This is an optimization exercise on Yosys and OpenROAD, whose aim is small area, a short achievable clock period and few clock cycles, not a production implementation.
Only simulation tests tie the RTL to the original design; equivalence was not proved.
Power and IR drop assume default switching activity.

## design/flow/run.sh

```bash
#!/bin/bash
# synth_recipe.tcl (not shown) runs the flow's synth.tcl, then flattens the netlist and writes it again
# the make line also repeats each setting of config.mk as NAME=value (left out here)
make -C /OpenROAD-flow-scripts/flow DESIGN_CONFIG=/design/flow/config.mk WORK_HOME=/design/flow/orfs CLKGATE_MAP_FILE= SYNTH_SCRIPT=/design/flow/synth_recipe.tcl finish
```

## design/flow/config.mk

```make
export PLATFORM = sky130hd
export DESIGN_NAME = rv_core_ahb
export DESIGN_NICKNAME = rv_core_ahb
export VERILOG_FILES = /design/flow/design.v
export SDC_FILE = /design/flow/constraint.sdc
export NUM_CORES = 4
export LEC_CHECK = 0
export CAP_MARGIN = 20
export CELL_PAD_IN_SITES_DETAIL_PLACEMENT = 1
export CELL_PAD_IN_SITES_GLOBAL_PLACEMENT = 1
export CORE_MARGIN = 2
export CORE_UTILIZATION = 45
export CTS_BUF_LIST = sky130_fd_sc_hd__clkbuf_8
export PLACE_DENSITY = 0.55
export SETUP_SLACK_MARGIN = 4.0
export SLEW_MARGIN = 20
export SYNTH_HIERARCHICAL = 1
```

## design/flow/constraint.sdc

```tcl
create_clock -name core_clock -period 8.0 [get_ports {HCLK}]
set_input_delay 1.6000 -clock core_clock [delete_from_list [all_inputs] [get_ports {HCLK}]]
set_output_delay 1.6000 -clock core_clock [all_outputs]
set_load 0.01 [all_outputs]
```

## design/flow/design.v

```verilog
package rv_core_pkg;
  typedef logic [32-1:0]       word_t;
  typedef logic [5-1:0] reg_addr_t;
  typedef enum logic [6:0] {
    OPC_OP     = 7'b0110011,
    OPC_OP_IMM = 7'b0010011,
    OPC_LUI    = 7'b0110111,
    OPC_LOAD   = 7'b0000011,
    OPC_STORE  = 7'b0100011,
    OPC_BRANCH = 7'b1100011,
    OPC_JAL    = 7'b1101111,
    OPC_SYSTEM = 7'b1110011
  } opcode_e;
  typedef enum logic [2:0] {
    ALU_ADD,
    ALU_SUB,
    ALU_AND,
    ALU_OR,
    ALU_XOR,
    ALU_SLT,
    ALU_PASS_B
  } alu_op_e;
  typedef enum logic [2:0] {
    S_FETCH,
    S_DECODE,
    S_EXECUTE,
    S_MEM,
    S_WRITEBACK,
    S_HALT
  } seq_state_e;
  typedef enum logic [1:0] {
    B_IDLE,
    B_ADDR,
    B_DATA
  } ahb_state_e;
endpackage
`timescale 1ns/100ps
module rv_core_ahb (
  input  logic       HCLK,
  input  logic       reset_i,
  output rv_core_pkg::word_t      ins_haddr_o,
  output logic [1:0] ins_htrans_o,
  input  rv_core_pkg::word_t      ins_hrdata_i,
  input  logic       ins_hready_i,
  input  logic       ins_hresp_i,
  output rv_core_pkg::word_t      dat_haddr_o,
  output logic [1:0] dat_htrans_o,
  output logic       dat_hwrite_o,
  output rv_core_pkg::word_t      dat_hwdata_o,
  input  rv_core_pkg::word_t      dat_hrdata_i,
  input  logic       dat_hready_i,
  input  logic       dat_hresp_i,
  output logic       halted_o
);
  logic        halt_q;
  logic [31:0] f_pc;
  logic        i_pend;
  logic        i_drop;
  logic [31:0] d_pc;
  logic        x_v, x_we, x_load, x_store, x_mem, x_br, x_ne, x_jal, x_halt;
  logic        x_sadd, x_sslt, x_sxor, x_sor, x_sand, x_cin;
  logic        x_la, x_lb, x_fa, x_fb;
  logic [4:0]  x_rd;
  logic [31:0] x_a, x_b, x_tgt;
  logic        m_v, m_we, m_load, m_store, m_mem, m_ls;
  logic [4:0]  m_rd;
  logic [31:0] m_addr, m_res;
  logic        x_lsm;
  logic        w_we, w_load, w_mem;
  logic [4:0]  w_rd;
  logic [31:0] w_res;
  logic [31:0] rf [1:31];
  logic [31:1] rf_v;
  logic [31:0] sum, addr, res, ea, eb;
  logic        slt, eq, taken;
  logic [31:0] fb;
  assign fb = x_fb ? m_res : dat_hrdata_i;
  assign ea = x_fa ? m_res : x_la ? dat_hrdata_i : x_a;
  assign eb = (x_fb || x_lb) ? (x_cin ? ~fb : fb) : x_b;
  rv_add32 alu_add (.a_i (ea), .b_i (eb), .c_i (x_cin), .s_o (sum));
  assign addr = ea + x_tgt;
  assign slt = (ea[31] == eb[31]) ? ea[31] : sum[31];
  assign res = ({32{x_sadd}}  & sum) |
               ({32{x_sxor}}  & (ea ^ eb)) |
               ({32{x_sor}}   & (ea | eb)) |
               ({32{x_sand}}  & (ea & eb)) |
               ({32{x_store}} & eb) |
               {31'b0, x_sslt & slt};
  rv_eq32 br_eq (.a_i (ea), .b_i (eb), .eq_o (eq));
  assign taken = x_v && (x_jal || (x_br && (eq != x_ne)));
  logic x_bj, nt_spec, bj_wait;
  logic w_done, mem_ok, m_adv, x_adv, halt_now, redirect;
  assign w_done   = !w_mem || dat_hready_i;
  assign mem_ok   = !w_mem || (dat_hready_i && !dat_hresp_i);
  assign m_adv    = m_v && !halt_q && (m_mem ? mem_ok : w_done);
  assign x_adv    = x_v && !halt_q && !x_halt && w_done && (!m_v || m_adv);
  assign halt_now = x_v && x_halt && !halt_q && !(m_v && m_mem) && !w_mem;
  assign redirect = taken && x_adv;
  assign nt_spec  = x_bj && x_adv && !taken;
  assign bj_wait  = x_bj && !x_adv;
  assign dat_htrans_o = (m_v && m_mem && !halt_q && mem_ok) ? 2'b10 : 2'b00;
  assign dat_haddr_o  = m_addr;
  assign dat_hwrite_o = m_store;
  assign dat_hwdata_o = w_res;
  assign halted_o     = halt_q || halt_now;
  logic i_req, acc, arr, d_v, d_adv, drop_d;
  logic [31:0] d_ins;
  logic        d_ferr;
  assign i_req = !reset_i && !halt_q && !halt_now && (!i_pend || ins_hready_i);
  assign acc   = i_req && ins_hready_i;
  assign ins_htrans_o = i_req ? 2'b10 : 2'b00;
  assign ins_haddr_o  = x_bj ? x_tgt : f_pc;
  assign arr    = i_pend && ins_hready_i && !i_drop;
  assign d_v    = arr;
  assign d_ins  = ins_hrdata_i;
  assign d_ferr = ins_hresp_i;
  assign drop_d = arr && !d_adv && !redirect;
  always_ff @(posedge HCLK) begin
    if (reset_i) begin
      f_pc   <= 32'h0000_0200;
      d_pc   <= 32'h0000_0200;
      i_pend <= 1'b0;
      i_drop <= 1'b0;
    end else begin
      i_pend <= acc || (i_pend && !ins_hready_i);
      i_drop <= (i_pend && !ins_hready_i) ? (i_drop || redirect) :
                (acc && (drop_d || nt_spec || bj_wait));
      if (redirect) begin
        f_pc <= acc ? x_tgt + 32'd4 : x_tgt;
      end else if (drop_d) begin
        f_pc <= d_pc;
      end else if (acc && !x_bj) begin
        f_pc <= f_pc + 32'd4;
      end
      if (redirect) begin
        d_pc <= x_tgt;
      end else if (d_adv) begin
        d_pc <= d_pc + 32'd4;
      end
    end
  end
  logic [6:0] opc;
  logic [2:0] f3;
  logic [4:0] rs1, rs2, rd;
  logic o_op, o_opi, o_lui, o_ld, o_st, o_br, o_jal;
  logic f_add, f_xor, f_or, f_and, f_slt;
  logic v_op, v_opi, v_ld, v_st, v_br, legal, d_halt, d_we, d_sub, alu;
  logic lu, lx1, lx2, lm1, lm2, fx1, fx2, fm1, fm2, fw1, fw2;
  logic [31:0] imm_i, imm_s, imm_u, imm_b, imm_j;
  assign opc = d_ins[6:0];
  assign f3  = d_ins[14:12];
  assign rd  = d_ins[11:7];
  assign rs1 = d_ins[19:15];
  assign rs2 = d_ins[24:20];
  assign o_op  = (opc == 7'b0110011);
  assign o_opi = (opc == 7'b0010011);
  assign o_lui = (opc == 7'b0110111);
  assign o_ld  = (opc == 7'b0000011);
  assign o_st  = (opc == 7'b0100011);
  assign o_br  = (opc == 7'b1100011);
  assign o_jal = (opc == 7'b1101111);
  assign f_add = (f3 == 3'b000);
  assign f_xor = (f3 == 3'b100);
  assign f_or  = (f3 == 3'b110);
  assign f_and = (f3 == 3'b111);
  assign f_slt = (f3 == 3'b010);
  assign v_op  = o_op && (f_add || f_xor || f_or || f_and || f_slt);
  assign v_opi = o_opi && (f_add || f_xor || f_or || f_and);
  assign v_ld  = o_ld && f_slt;
  assign v_st  = o_st && f_slt;
  assign v_br  = o_br && (f3[2:1] == 2'b00);
  assign legal  = v_op || v_opi || o_lui || v_ld || v_st || v_br || o_jal;
  assign d_halt = d_ferr || !legal;
  assign d_we   = !d_halt && (o_op || o_opi || o_lui || o_ld || o_jal) && (rd != 5'd0);
  assign d_sub  = o_op && ((f_add && d_ins[30]) || f_slt);
  assign alu    = o_op || o_opi;
  assign fx1 = x_v && x_we && !x_load && (x_rd == rs1);
  assign fx2 = x_v && x_we && !x_load && (x_rd == rs2);
  assign fm1 = m_v && m_we && !m_load && (m_rd == rs1);
  assign fm2 = m_v && m_we && !m_load && (m_rd == rs2);
  assign fw1 = w_we && (w_rd == rs1);
  assign fw2 = w_we && (w_rd == rs2);
  assign lx1 = x_v && x_load && x_we && (x_rd == rs1);
  assign lx2 = x_v && x_load && x_we && (x_rd == rs2);
  assign lm1 = m_v && m_load && m_we && (m_rd == rs1) && !(x_v && x_we && (x_rd == rs1));
  assign lm2 = m_v && m_load && m_we && (m_rd == rs2) && !(x_v && x_we && (x_rd == rs2));
  assign lu  = (lx1 && (o_op || o_opi || o_ld || o_st || o_br)) || (lx2 && (o_op || o_br)) ||
               (lm1 && (o_ld || o_st || o_br)) || (lm2 && o_br);
  assign imm_i = {{20{d_ins[31]}}, d_ins[31:20]};
  assign imm_s = {{20{d_ins[31]}}, d_ins[31:25], d_ins[11:7]};
  assign imm_u = {d_ins[31:12], 12'b0};
  assign imm_b = {{19{d_ins[31]}}, d_ins[31], d_ins[7], d_ins[30:25], d_ins[11:8], 1'b0};
  assign imm_j = {{11{d_ins[31]}}, d_ins[31], d_ins[19:12], d_ins[20], d_ins[30:21], 1'b0};
  logic        rf_wen;
  logic [31:0] w_data, rd1, rd2, v1, v2, op_a, op_b, d_tgt, d_btgt;
  assign rf_wen = w_we && (!w_load || (dat_hready_i && !dat_hresp_i));
  assign w_data = w_load ? dat_hrdata_i : w_res;
  always_comb begin
    rd1 = '0;
    rd2 = '0;
    for (int i = 1; i < 32; i++) begin
      rd1 = rd1 | ({32{rf_v[i] && (rs1 == 5'(i))}} & rf[i]);
      rd2 = rd2 | ({32{rf_v[i] && (rs2 == 5'(i))}} & rf[i]);
    end
  end
  logic [31:0] fv1, fv2;
  assign fv1 = fm1 ? m_res : w_data;
  assign fv2 = fm2 ? m_res : w_data;
  assign v1  = (fm1 || fw1) ? fv1 : rd1;
  assign v2  = (fm2 || fw2) ? fv2 : rd2;
  assign op_a = o_lui ? 32'd0 : (o_jal ? d_pc : v1);
  assign op_b = (o_op || o_st || o_br) ? (d_sub ? ~v2 : v2) :
                o_jal ? 32'd4 :
                o_lui ? imm_u : imm_i;
  assign d_btgt = d_pc + (o_jal ? imm_j : imm_b);
  assign d_tgt  = o_ld ? imm_i : o_st ? imm_s : d_btgt;
  assign d_adv = d_v && !redirect && !halt_q && !lu && w_done && (x_v ? x_adv : (!m_v || m_adv));
  always_ff @(posedge HCLK) begin
    if (reset_i) begin
      x_v  <= 1'b0;
      x_bj <= 1'b0;
    end else if (d_adv) begin
      x_v  <= 1'b1;
      x_bj <= !d_ferr && (o_jal || v_br);
    end else if (x_adv) begin
      x_v  <= 1'b0;
      x_bj <= 1'b0;
    end
  end
  always_ff @(posedge HCLK) begin
    if (d_adv) begin
      x_halt  <= d_halt;
      x_we    <= d_we;
      x_load  <= !d_ferr && v_ld;
      x_store <= !d_ferr && v_st;
      x_mem   <= !d_ferr && (v_ld || v_st);
      x_br    <= !d_ferr && v_br;
      x_jal   <= !d_ferr && o_jal;
      x_ne    <= f3[0];
      x_sadd  <= alu ? f_add : (o_lui || o_jal);
      x_sxor  <= alu && f_xor;
      x_sor   <= alu && f_or;
      x_sand  <= alu && f_and;
      x_sslt  <= o_op && f_slt;
      x_cin   <= d_sub;
      x_la    <= lm1 && alu;
      x_lb    <= lm2 && (o_op || o_st);
      x_fa    <= fx1 && !o_lui && !o_jal;
      x_fb    <= fx2 && (o_op || o_st || o_br);
      x_lsm   <= lx2 && o_st;
      x_rd    <= rd;
      x_a     <= op_a;
      x_b     <= op_b;
      x_tgt   <= d_tgt;
    end
  end
  always_ff @(posedge HCLK) begin
    if (reset_i) begin
      m_v    <= 1'b0;
      w_we   <= 1'b0;
      w_load <= 1'b0;
      w_mem  <= 1'b0;
      halt_q <= 1'b0;
    end else begin
      if (x_adv) begin
        m_v <= 1'b1;
      end else if (m_adv) begin
        m_v <= 1'b0;
      end
      if (m_adv) begin
        w_we   <= m_we;
        w_load <= m_load;
        w_mem  <= m_mem;
      end else if (w_done) begin
        w_we   <= 1'b0;
        w_load <= 1'b0;
        w_mem  <= 1'b0;
      end
      if (halt_now || (w_mem && dat_hready_i && dat_hresp_i)) begin
        halt_q <= 1'b1;
      end
    end
  end
  always_ff @(posedge HCLK) begin
    if (x_adv) begin
      m_we    <= x_we;
      m_load  <= x_load;
      m_store <= x_store;
      m_mem   <= x_mem;
      m_ls    <= x_lsm;
      m_rd    <= x_rd;
      m_addr  <= addr;
      m_res   <= res;
    end
  end
  always_ff @(posedge HCLK) begin
    if (m_adv) begin
      w_rd  <= m_rd;
      w_res <= m_ls ? dat_hrdata_i : m_res;
    end
  end
  always_ff @(posedge HCLK) begin
    if (reset_i) begin
      rf_v <= '0;
    end else if (rf_wen) begin
      for (int i = 1; i < 32; i++) begin
        if (w_rd == 5'(i)) rf_v[i] <= 1'b1;
      end
    end
  end
  always_ff @(posedge HCLK) begin
    if (rf_wen) begin
      for (int i = 1; i < 32; i++) begin
        if (w_rd == 5'(i)) rf[i] <= w_data;
      end
    end
  end
endmodule
module rv_add32 (
  input  logic [31:0] a_i,
  input  logic [31:0] b_i,
  input  logic        c_i,
  output logic [31:0] s_o
);
  logic [31:0] p, g, pp, gg, pn, gn;
  always_comb begin
    p  = a_i ^ b_i;
    g  = a_i & b_i;
    pp = p;
    gg = g;
    gg[0] = g[0] | (p[0] & c_i);
    for (int l = 0; l < 5; l++) begin
      pn = pp;
      gn = gg;
      for (int i = 0; i < 32; i++) begin
        if (i[l]) begin
          gn[i] = gg[i] | (pp[i] & gg[((i >> l) << l) - 1]);
          pn[i] = pp[i] & pp[((i >> l) << l) - 1];
        end
      end
      pp = pn;
      gg = gn;
    end
    s_o = p ^ {gg[30:0], c_i};
  end
endmodule
module rv_eq32 (
  input  logic [31:0] a_i,
  input  logic [31:0] b_i,
  output logic        eq_o
);
  assign eq_o = (a_i == b_i);
endmodule
```

==> qor.csv <==
stage,metric,value,unit
floorplan,core,147000,um2
sta,fmax,228,MHz
status,status,no timing/DRC/antenna violations,
sta,tns,0,ns
cts,clkTransAtPathRegs,0.06,ns
sta,worstMarginPinSlew,1.20,ns
sta,finalCritPeriodShare,54.8,%
yosys,syn_inst,5407,
drt,viasPerCell,7.72,
power,vdd_drop_max,0.170,mV
final_layout,stdcell_area,82500,um2
critical_path,slowest_delay,0.60,ns
yosys,synthArstFlopShare,0,%
power,total_power,15.0,mW
drt,drc,0,
critical_path,worstSetupPathType,in -> reg,
floorplan,io-pin-count,172,
yosys,synth_warnings,9,
yosys,synthFlopType,edfxtp_1,
cts,cts_root_buffer,clkbuf_8,
critical_path,cp_cell_sequence,clkdlybuf4s15_2 -> nor2b_4 -> and3_4 -> buf_6 -> a221oi_1 -> nand4_1 -> nor3_4 -> a211oi_1 -> a21oi_1 -> nor2_1,
placement,place_ws,1.53,ns
final_layout,final_nets,6195,
critical_path,critPathMaxFanout,20,
sta,final_max_slew_viol_count,0,
sta,fin_skew,0.122,ns
placement,port_buffers,169,
yosys,synth_cell_type_count,92,
critical_path,endpoint_kind,flop,
drt,wl,390000,um
power,pwr_density_cell,182,nW/um2
global_route,antenna_found_initial,48,
sta,finalHoldViolCount,0,
floorplan,die-area,152000,um2
cts,clock_sinks,1327,
sta,timing.slew.headroom,19.7,%
critical_path,crit_family,simple AND/OR/NAND/NOR gates,
drt,ant_nets,0,
cts,cts_max_path_buffers,3,
global_route,track_usage,49.4,%
critical_path,cp.arrival,5.10,ns
final_layout,nFillCells,14600,
critical_path,start_kind,input port,
cts,cts_hold_buffers,0,
placement,place_congestion,0.957,
sta,rsz0062_at_grt,yes,
global_route,grt-ovfl-total,0,
drt,dr.pass1.iters,12,
placement,placed_cell_area,71800,um2
floorplan,rows,141,
drt,drtIter0Drc,11900,
global_route,grt_max_degree,67,
critical_path,worstPathRequired,8.72,ns
yosys,synth_enable_flop_cells,1223,
final_layout,area_delta_synth_final,23.4,%
flow_run,cap_violations,0,
yosys,syn_area_per_cell,12.4,um2
sta,final.setup.worst_slack,3.62,ns
placement,hpwlAfterDp,216000,um
cts,cts_tree,built,
floorplan,die_w,389,um
sta,finalSetupViolations,0,
yosys,yosys_register_bits,1327,
drt,wl_per_cell,48.0,um
global_route,grt_pass1_vias,58300,
critical_path,cp.buffers_inverters,2,
sta,period_needed,4.38,ns
final_layout,fin_util,55.9,%
min_path,hold_path.class,reg -> reg,
yosys,yosysSeqAreaShare,58.1,%
cts,cts_htree_levels,4,
power,p_leak,28.9,nW
global_route,grt_pass1_wl,509000,um
final_layout,drive_gt1_share,24.2,%
drt,vias,62700,
critical_path,slowest_stage,nor2b_4,
floorplan,initial_core_util,45.3,%
cts,cts_buffers,227,
floorplan,die_y,389,um
cts,clock_latency,1.05,ns
yosys,syn-cell-area,66800,um2
[cells by family (layout without fill, tap and decap cells)]
logic type / after synthesis / in the layout / share of synthesized area [%]
AND/OR/NAND/NOR: 1157 / 1190 / 8.50
other: 1 / 48 / 0.00561
XOR/XNOR: 283 / 283 / 3.71
buffers and inverters: 581 / 1284 / 3.37
AO/OA/AOI/OAI: 1730 / 1731 / 20.5
adder cells (fa/ha/maj): 165 / 165 / 3.18
flip-flops: 1327 / 1327 / 58.1
multiplexers: 163 / 163 / 2.61
[cells in the mapped netlist, drive strengths merged, types with 94 or more instances]
master,instances,area share (%)
a21oi,191,1.5
a221oi,443,5.8
a22o,448,5.9
a22oi,94,1.1
and3,99,0.93
clkbuf,340,1.9
dfxtp,104,3.1
edfxtp,1223,55
ha,157,2.9
inv,151,0.85
nand2,221,1.2
nand3,101,0.76
nand4,161,1.5
nor2,348,2.0
o21ai,122,0.93
xnor2,180,2.4
xor2,103,1.4
[modules after synthesis (local to each module, per instance)]
module | times used | cell area (um2)
rv_add32 | 1 | 1280
rv_core_ahb | 1 | 65200
rv_eq32 | 1 | 347
[state kept, by name (all words and copies together) (netlist names), 5 cells and up, named ones only]
register / flops
m_res: 32
m_rd: 5
x_rd: 5
w_res: 32
d_pc: 32
rf: 992
w_rd: 5
f_pc: 32
x_b: 32
x_a: 32
x_tgt: 32
m_addr: 32
rf_v: 31
[through the flow]
step,std cells,hold WS (ns)
after global placement,7254,0.419
after CTS,7910,0.445
after global routing,8092,0.446
after floorplan,5408,0.400
final,8121,0.446
after detailed placement,7254,0.432
[worst register-to-register path: stages (launching register included)]
cell       delay (ns)
edfxtp_1         0.40
buf_4            0.16
buf_12           0.14
buf_4            0.15
mux2i_2          0.28
o21a_1           0.19
inv_2            0.08
xor2_1           0.18
nor4_2           0.37
nand4_1          0.22
nor2_4           0.21
xor2_2           0.21
a21oi_4          0.12
buf_12           0.15
buf_12           0.12
or2_4            0.28
buf_4            0.15
and3_1           0.18
a2111oi_2        0.30
o31ai_1          0.14
[cell usage in the layout, fill, tap and decap left out, types with 125 or more instances in the layout]
cell      synthesis  final
edfxtp_1       1223   1223
a22o_1          448    447
buf_4             4    418
a221oi_1        441    417
nor2_1          348    298
clkbuf_8          0    233
nand2_1         221    207
inv_1           149    198
xnor2_1         180    174
nand4_1         160    160
ha_1            157    138
a21oi_1         187    125
[power by group]
part | total (mW) | internal [mW] | switching, mW
Combinational | 1.26 | 0.500 | 0.762
Sequential | 7.61 | 7.56 | 0.0548
Clock | 6.10 | 2.89 | 3.21
[path summary, 6_finish.rpt]
kind                                  startpoint       to  slack (ns)  depth (start not counted)
worst max-delay path            ins_hrdata_i[19]   x_a[1]        3.62                         10
worst min-delay path                       x_mem    m_mem        0.45                          0
worst max register to register              x_la  f_pc[9]        3.86                         19
worst min register to register             x_mem    m_mem        0.45                          0
[per-layer routing]
metal	part of all wire, %	GRT usage, %
met1	33	57.4
met2	41	70.9
met3	15	20.9
met4	11	40.1
met5	0.13	2.04
[final cells by class]
class                           instances  area [um2]  share of cell area [%]
Antenna cell                           46         115                   0.140
Clock buffer                          233        3210                    3.89
Clock inverter                        181        1100                    1.34
Inverter                              152         602                   0.730
Multi-Input combinational cell       3534       28900                    35.1
Sequential cell                      1327       38800                    47.1
Tap cell                             1930        2410                    2.93
Timing Repair Buffer                  718        7250                    8.79
[what timing repair did]
| item | 4_1_cts | 5_1_grt |
|---|---|---|
| endpoints found under the hold margin | 0 | 0 |
| gates cloned | 38 | 14 |
| pin swaps | 131 | 157 |
| buffers inserted | 204 | 150 |
| setup endpoints to repair | 628 | 312 |
| gates resized for setup | 430 | 273 |
Testbench counts, summed over its fixed seeds: cycles 21,622.

-- port drivers added, routing unchanged --
Ports are ideal in the flow. The routed layout listed here was re-timed in OpenROAD. Step 1 (the two cells are an assumption about what drives the block):
set clk [get_ports {HCLK}]
set_driving_cell -lib_cell sky130_fd_sc_hd__clkbuf_16 $clk
set_driving_cell -lib_cell sky130_fd_sc_hd__buf_2 [delete_from_list [all_inputs] $clk]
Step 2 times the ports against the registers' clock, not the clock port: input delays grow and output delays shrink by t, the midpoint of the rising clock arrivals with the driver on. Three values: ideal, step 1, step 2; two values: the first two.
shift t [ns]: 1.082
setup WS [ns]: 3.619 / 3.687 / 2.605
hold slack, ns: 0.446 / 0.446 / 0.446
worst register clock-pin slew, ns: 0.07 / 0.07
After both steps this run still meets setup and hold. The setup slack of this run moves by +0.068 ns with the drivers and by -1.014 ns with both steps.
